Background: an optimization exercise with open tools, aiming at small area and few clock cycles per item. Do not read the settings as production practice.
In this exercise RTL edits were held to simulation tests only and were not proved equivalent to the original.

## run F
Design heading_yaw_slew_limiter, start of the top module:
module heading_yaw_slew_limiter (
    input  logic                               clk,
    input  logic                               rst_n,
    input  logic                               cfg_we,
    input  logic [hysl_pkg::CFG_IDX_W-1:0]     cfg_index,
    input  logic [hysl_pkg::CFG_DATA_W-1:0]    cfg_data,
    input  logic                               point_valid,
    output logic                               point_ready,
    input  logic signed [31:0]                 point_pos_x,
    input  logic signed [31:0]                 point_pos_y,
    input  logic signed [15:0]                 point_vel_x,
    input  logic signed [15:0]                 point_vel_y,
    output logic                               cmd_valid,
    input  logic                               cmd_ready,
    output logic signed [31:0]                 cmd_x,
    output logic signed [31:0]                 cmd_y,
    output logic        [30:0]                 cmd_z,
    output logic signed [15:0]                 cmd_yaw,
    output logic signed [15:0]                 cmd_yaw_rate
);
Size in the first run: about 7100 cells after synthesis, about 580 flip-flops, about 270 I/O pins, about 61000 um^2 of cells after synthesis.
export LEC_CHECK = 0
export ABC_AREA = 1
export CAP_MARGIN = 10
export CORE_MARGIN = 2
export CORE_UTILIZATION = 55
export SLEW_MARGIN = 10
create_clock -name core_clock -period 14.0 [get_ports {clk}]
standard.sh (not shown) runs the stock make flow with config.mk's settings and CLKGATE_MAP_FILE= SYNTH_SCRIPT=/design/flow/synth_recipe.tcl, a recipe that flattens the netlist after the stock synthesis.
==> flow/flow/run.sh <==
#!/bin/bash
# Own layout flow: the standard synthesis and layout, unchanged except
# that the port buffers (every input and output port still gets one, as the
# standard flow does) use the buffer cell named in port_buffer. The layout's
# output goes to a log file in this folder.
set -euo pipefail
WORK=$(pwd)
export BUFFER_PORTS_ARGS="-buffer_cell $(cat $WORK/flow/port_buffer)"
bash standard.sh > $WORK/flow_layout.log 2>&1
==> flow/flow/port_buffer <==
sky130_fd_sc_hd__buf_1
The final layout from run F, which completed every stage, passed the timing, design-rule and antenna checks at the end of the flow.
Testbench counts of run F, summed over its fixed seeds: cycles 12,032, items 12,000.
#### Input delta (run Y over run F)
- SLEW_MARGIN changed from 10 to 20
- CAP_MARGIN changed from 10 to 20
- CORE_UTILIZATION changed from 55 to 40
==> flow/run.sh (new file) <==
#!/bin/bash
# synth_recipe.tcl (not shown) runs the flow's synth.tcl, then flattens the netlist and writes it again
# the make line also repeats each setting of config.mk as NAME=value (left out here)
make -C /OpenROAD-flow-scripts/flow DESIGN_CONFIG=/design/flow/config.mk WORK_HOME=/design/flow/orfs CLKGATE_MAP_FILE= SYNTH_SCRIPT=/design/flow/synth_recipe.tcl finish
removed: flow/flow/run.sh
removed: flow/flow/port_buffer
removed: flow/standard.sh
--- outcome ---
Run Y completed end to end with timing, DRC and antenna clean.
Run Y vs run F: number of global-route vias before repair up
Compared with run F, in run Y portion of the clock cycle consumed by the worst path in the final layout neither gained nor lost much; non-clock buffer count picked up an extra 38.

========
Setup of run 1:
Another version of the RTL of heading_yaw_slew_limiter (not shown whole).
For scale: about 7100 cells after synthesis, about 270 I/O pins, roughly 53000 um^2 of cells after synthesis.
clock: 14.0 ns
lec_check: 0
abc_area: 1
cap_margin: 10
core_margin: 2
core_utilization: 55
slew_margin: 10
==> flow/flow/run.sh <==
#!/bin/bash
# Own layout flow: the standard synthesis, then three netlist passes on the
# logic between the registers (registers stay exactly as synthesized: same
# instances, names and cell types), then the standard layout:
#  1. invpush.py: a full adder is self-dual, so a full-adder cell may take its
#     inputs and give its outputs in the other polarity when that cancels
#     inverters; a gate whose only load is an inverter becomes its complement.
#  2. ABC (remap.abc: the standard flow's area script with more restructuring)
#     re-maps all the logic except the
#     registers and the full adders of the carry-save trees that feed only the
#     slow flag or the rate (keepcsa.py marks them); the CORDIC adders come out
#     of it faster than as half/full-adder cells.
#  3. invpush.py again.
# Every port is buffered as the standard flow does, with the buffer cell named
# in port_buffer. Each step's output goes to a log file of its own here.
set -euo pipefail
WORK=$(pwd)
FLOW_DIR=$WORK/flow
RES=$WORK/orfs/results/$FLOW_PLATFORM/heading_yaw_slew_limiter/base
LIB=$FLOW_HOME/platforms/$FLOW_PLATFORM/lib/sky130_fd_sc_hd__tt_025C_1v80.lib
YOSYS=$FLOW_HOME/../tools/install/yosys/bin/yosys
[[ -x $YOSYS ]] || YOSYS=$(command -v yosys)

bash standard.sh synth > $WORK/flow_1_synth.log 2>&1
cp $RES/1_2_yosys.v $WORK/standard_netlist.v

python3 $FLOW_DIR/invpush.py $WORK/standard_netlist.v $WORK/pass1_netlist.v $LIB > $WORK/flow_2_invpush.log 2>&1
python3 $FLOW_DIR/keepcsa.py $WORK/pass1_netlist.v $WORK/pass1_marked.v $WORK/keep_stub.v > $WORK/flow_3_keepcsa.log 2>&1

SEQ=$(grep -oE 'cell *\("?sky130_fd_sc_hd__[a-z0-9_]*' $LIB | sed 's/cell *("*//' \
      | grep -E '__(df|dl|edf|sdf|sed|sdl|lpflow|einv|ebuf|conb|tap|fill|decap|diode|probe|clkdly|dlygate)' \
      | sort -u | tr '\n' ' ')
DONT=$(grep -oE 'cell *\("?sky130_fd_sc_hd__[a-z0-9_]*' $LIB | sed 's/cell *("*//' \
      | grep -E '__(lpflow|probe)' | sort -u | sed 's/^/-dont_use /' | tr '\n' ' ')
$YOSYS -l $WORK/flow_4_abc.log -p "
read_liberty -ignore_miss_func $LIB;
blackbox $SEQ;
read_verilog -lib $WORK/keep_stub.v;
read_verilog $WORK/pass1_marked.v;
hierarchy -top $FLOW_TOP;
flatten;
opt_clean;
abc -liberty $LIB $DONT -script $FLOW_DIR/remap.abc;
splitnets;
opt_clean -purge;
hilomap -singleton -hicell sky130_fd_sc_hd__conb_1 HI -locell sky130_fd_sc_hd__conb_1 LO;
insbuf -buf sky130_fd_sc_hd__buf_4 A X;
write_verilog -noexpr -noattr -nohex -nodec $WORK/pass2_marked.v;
tee -o $WORK/pass2_stat.txt stat -liberty $LIB
" > /dev/null
sed 's/hyslkeep_//' $WORK/pass2_marked.v > $WORK/pass2_netlist.v

python3 $FLOW_DIR/invpush.py $WORK/pass2_netlist.v $WORK/pass3_netlist.v $LIB > $WORK/flow_5_invpush.log 2>&1
cp $WORK/pass3_netlist.v $RES/1_2_yosys.v
touch $RES/1_2_yosys.v

export BUFFER_PORTS_ARGS="-buffer_cell $(cat $FLOW_DIR/port_buffer)"
bash standard.sh > $WORK/flow_6_layout.log 2>&1
==> flow/flow/remap.abc <==
strash
dc2
dch -f
map -B 0.9
topo
stime -c
buffer -c
upsize -c
dnsize -c
Other scripts of this flow, unchanged in this note and not shown: flow/flow/invpush.py, flow/flow/keepcsa.py, flow/flow/port_buffer
Testbench counts of run 1, summed over its fixed seeds: cycles 12,024, items 12,000.
diff inputs: run 1 => run 2
diff --git a/flow/flow/run.sh b/flow/flow/run.sh
--- a/flow/flow/run.sh
+++ b/flow/flow/run.sh
@@ -6,5 +6,6 @@
 #     inputs and give its outputs in the other polarity when that cancels
 #     inverters; a gate whose only load is an inverter becomes its complement.
-#  2. ABC (remap.abc: the standard flow's area script with more restructuring)
+#  2. ABC (remap.abc: the standard flow's area script with more restructuring,
+#     run twice)
 #     re-maps all the logic except the
 #     registers and the full adders of the carry-save trees that feed only the
==> flow/flow/remap.abc <==
strash
dc2
dch -f
map -B 0.9
topo
stime -c
buffer -c
upsize -c
dnsize -c
strash
dch
map -B 0.9
topo
stime -c
buffer -c
upsize -c
dnsize -c
- | via count | run 1 vs run 2 | ≈ equal |
- A capturing instance or port of the critical path of cmd_yaw_rate[2] is what run 1 shows, while u_front.cx_r4[23] belongs to run 2.
- Core utilization across run 1 and run 2: no real change.
- Run 2 -> run 1: number of instances in the synthesized netlist flat
- Compared to run 1, the router laid down less metal wire for run 2.
- Die size: run 2 is under run 1
- Run 2 gives less design area than run 1 did.
- Of the two candidates, run 1 has the better first-pass GRT wire length and run 2 the worse one.
Edits applied to the flow inputs when going from run 2 to run 3:
Settings: putting CTS_CLUSTER_DIAMETER at 75 where nothing was set; putting CTS_CLUSTER_SIZE at 30 where nothing was set.
Run 3 went all the way through synthesis, placement and routing and the layout is clean on timing, DRC and antenna.
Run 2 finished every step from synthesis to the final layout, and the layout passed the timing, design-rule and antenna checks.
Comparing run 3 and run 2, minimum clock period after layout is lower on run 3.
Run comparison: run 2 highest routed metal layer met5; run 3 highest routed metal layer met4
Changes observed in run 3 relative to run 2: final-layout clock buffer total decreased by 36 relative to the old numbers, synthesis-to-finish area growth has decreased, routed wire length went down 0.78%.
Summary of run 3 over run 2: slack of the critical path saw an increase.

========
heading_yaw_slew_limiter, a different RTL version from the one above (not shown whole).
Size in the first run: roughly 7,100 cells after synthesis, about 270 I/O pins, about 53,000 sq um of cells after synthesis.
clock: 14.0 ns
lec_check: 0
abc_area: 1
cap_margin: 10
core_margin: 2
core_utilization: 65
slew_margin: 10
==> flow/flow/run.sh <==
#!/bin/bash
# Own layout flow: the standard synthesis, then three netlist passes on the
# logic between the registers (registers stay exactly as synthesized: same
# instances, names and cell types), then the standard layout:
#  1. invpush.py: a full adder is self-dual, so a full-adder cell may take its
#     inputs and give its outputs in the other polarity when that cancels
#     inverters; a gate whose only load is an inverter becomes its complement.
#  2. ABC (remap.abc: the standard flow's area script with more restructuring)
#     re-maps all the logic except the
#     registers and the full adders of the carry-save trees that feed only the
#     slow flag or the rate (keepcsa.py marks them); the CORDIC adders come out
#     of it faster than as half/full-adder cells.
#  3. invpush.py again.
# Every port is buffered as the standard flow does, with the buffer cell named
# in port_buffer. Each step's output goes to a log file of its own here.
set -euo pipefail
WORK=$(pwd)
FLOW_DIR=$WORK/flow
RES=$WORK/orfs/results/$FLOW_PLATFORM/heading_yaw_slew_limiter/base
LIB=$FLOW_HOME/platforms/$FLOW_PLATFORM/lib/sky130_fd_sc_hd__tt_025C_1v80.lib
YOSYS=$FLOW_HOME/../tools/install/yosys/bin/yosys
[[ -x $YOSYS ]] || YOSYS=$(command -v yosys)

bash standard.sh synth > $WORK/flow_1_synth.log 2>&1
cp $RES/1_2_yosys.v $WORK/standard_netlist.v

python3 $FLOW_DIR/invpush.py $WORK/standard_netlist.v $WORK/pass1_netlist.v $LIB > $WORK/flow_2_invpush.log 2>&1
python3 $FLOW_DIR/keepcsa.py $WORK/pass1_netlist.v $WORK/pass1_marked.v $WORK/keep_stub.v > $WORK/flow_3_keepcsa.log 2>&1

SEQ=$(grep -oE 'cell *\("?sky130_fd_sc_hd__[a-z0-9_]*' $LIB | sed 's/cell *("*//' \
      | grep -E '__(df|dl|edf|sdf|sed|sdl|lpflow|einv|ebuf|conb|tap|fill|decap|diode|probe|clkdly|dlygate)' \
      | sort -u | tr '\n' ' ')
DONT=$(grep -oE 'cell *\("?sky130_fd_sc_hd__[a-z0-9_]*' $LIB | sed 's/cell *("*//' \
      | grep -E '__(lpflow|probe)' | sort -u | sed 's/^/-dont_use /' | tr '\n' ' ')
$YOSYS -l $WORK/flow_4_abc.log -p "
read_liberty -ignore_miss_func $LIB;
blackbox $SEQ;
read_verilog -lib $WORK/keep_stub.v;
read_verilog $WORK/pass1_marked.v;
hierarchy -top $FLOW_TOP;
flatten;
opt_clean;
abc -liberty $LIB $DONT -script $FLOW_DIR/remap.abc;
splitnets;
opt_clean -purge;
hilomap -singleton -hicell sky130_fd_sc_hd__conb_1 HI -locell sky130_fd_sc_hd__conb_1 LO;
insbuf -buf sky130_fd_sc_hd__buf_4 A X;
write_verilog -noexpr -noattr -nohex -nodec $WORK/pass2_marked.v;
tee -o $WORK/pass2_stat.txt stat -liberty $LIB
" > /dev/null
sed 's/hyslkeep_//' $WORK/pass2_marked.v > $WORK/pass2_netlist.v

python3 $FLOW_DIR/invpush.py $WORK/pass2_netlist.v $WORK/pass3_netlist.v $LIB > $WORK/flow_5_invpush.log 2>&1
cp $WORK/pass3_netlist.v $RES/1_2_yosys.v
touch $RES/1_2_yosys.v

export BUFFER_PORTS_ARGS="-buffer_cell $(cat $FLOW_DIR/port_buffer)"
bash standard.sh > $WORK/flow_6_layout.log 2>&1
==> flow/flow/remap.abc <==
strash
dc2
dch -f
map -B 0.9
topo
stime -c
buffer -c
upsize -c
dnsize -c
Other scripts of this flow, unchanged in this note and not shown: flow/flow/invpush.py, flow/flow/keepcsa.py, flow/flow/port_buffer
The starting point ran to the end with no violations.
Testbench counts at the start, summed over its fixed seeds: cycles 12,024, items 12,000.
Rerun with:
--- a/flow/flow/run.sh
+++ b/flow/flow/run.sh
@@ -8,2 +8 @@
-#  2. ABC (remap.abc: the standard flow's area script with more restructuring)
-#     re-maps all the logic except the
+#  2. ABC (the standard flow's area script) re-maps all the logic except the
@@ -43 +42 @@
-abc -liberty $LIB $DONT -script $FLOW_DIR/remap.abc;
+abc -liberty $LIB $DONT -script $FLOW_HOME/scripts/abc_area.script;
CORE_UTILIZATION = 55   (was 65)
removed: flow/flow/remap.abc
After rerunning: Non-clock buffer count decreases by 119. Routed wire length increases by 9.3%. Die area is higher by 25%.

-- separate check: timing with driven ports --
Ports are ideal in the flow. The routed layouts listed here were re-timed in OpenROAD. Step 1, drivers: a clkbuf_16 drives clk and a buf_2 each remaining input, both assumed. Step 2 moves the port delays by t, midway between the first and last clock arrival at a register: inputs arrive t later, outputs are due t later. That takes back most of the time a late clock gives input paths. Slacks: ideal / step 1 / step 2; pairs: ideal / step 1.
| run | t, ns | slack for setup (ns) | hold slack, ns | worst data-port slew with drivers (ns) |
|---|---|---|---|---|
| run F | 0.706 | 0.699 / 0.625 / 0.885 | 0.416 / 0.416 / 0.416 | 0.06 |
| run Y | 0.737 | 0.679 / 0.601 / 0.642 | 0.414 / 0.414 / 0.414 | 0.13 |
| run 1 | 0.734 | 0.706 / 0.632 / 0.107 | 0.402 / 0.402 / 0.402 | 0.14 |
| run 2 | 0.708 | 0.583 / 0.637 / -0.071 | 0.389 / 0.389 / 0.389 | 0.10 |
| run 3 | 0.708 | 0.656 / 0.703 / -0.001 | 0.417 / 0.417 / 0.417 | 0.11 |
| the first run of note 3 | 0.688 | 0.300 / 0.229 / -0.069 | 0.409 / 0.409 / 0.409 | 0.08 |
| the second run of note 3 | 0.711 | 0.744 / 0.670 / 0.621 | 0.414 / 0.414 / 0.414 | 0.16 |
With both steps, setup timing fails in run 2, run 3 and the first run of note 3, where it was met with ideal ports. For run 3, which loses most, drivers alone change the setup slack by +0.047 ns; drivers and shift together by -0.657 ns.
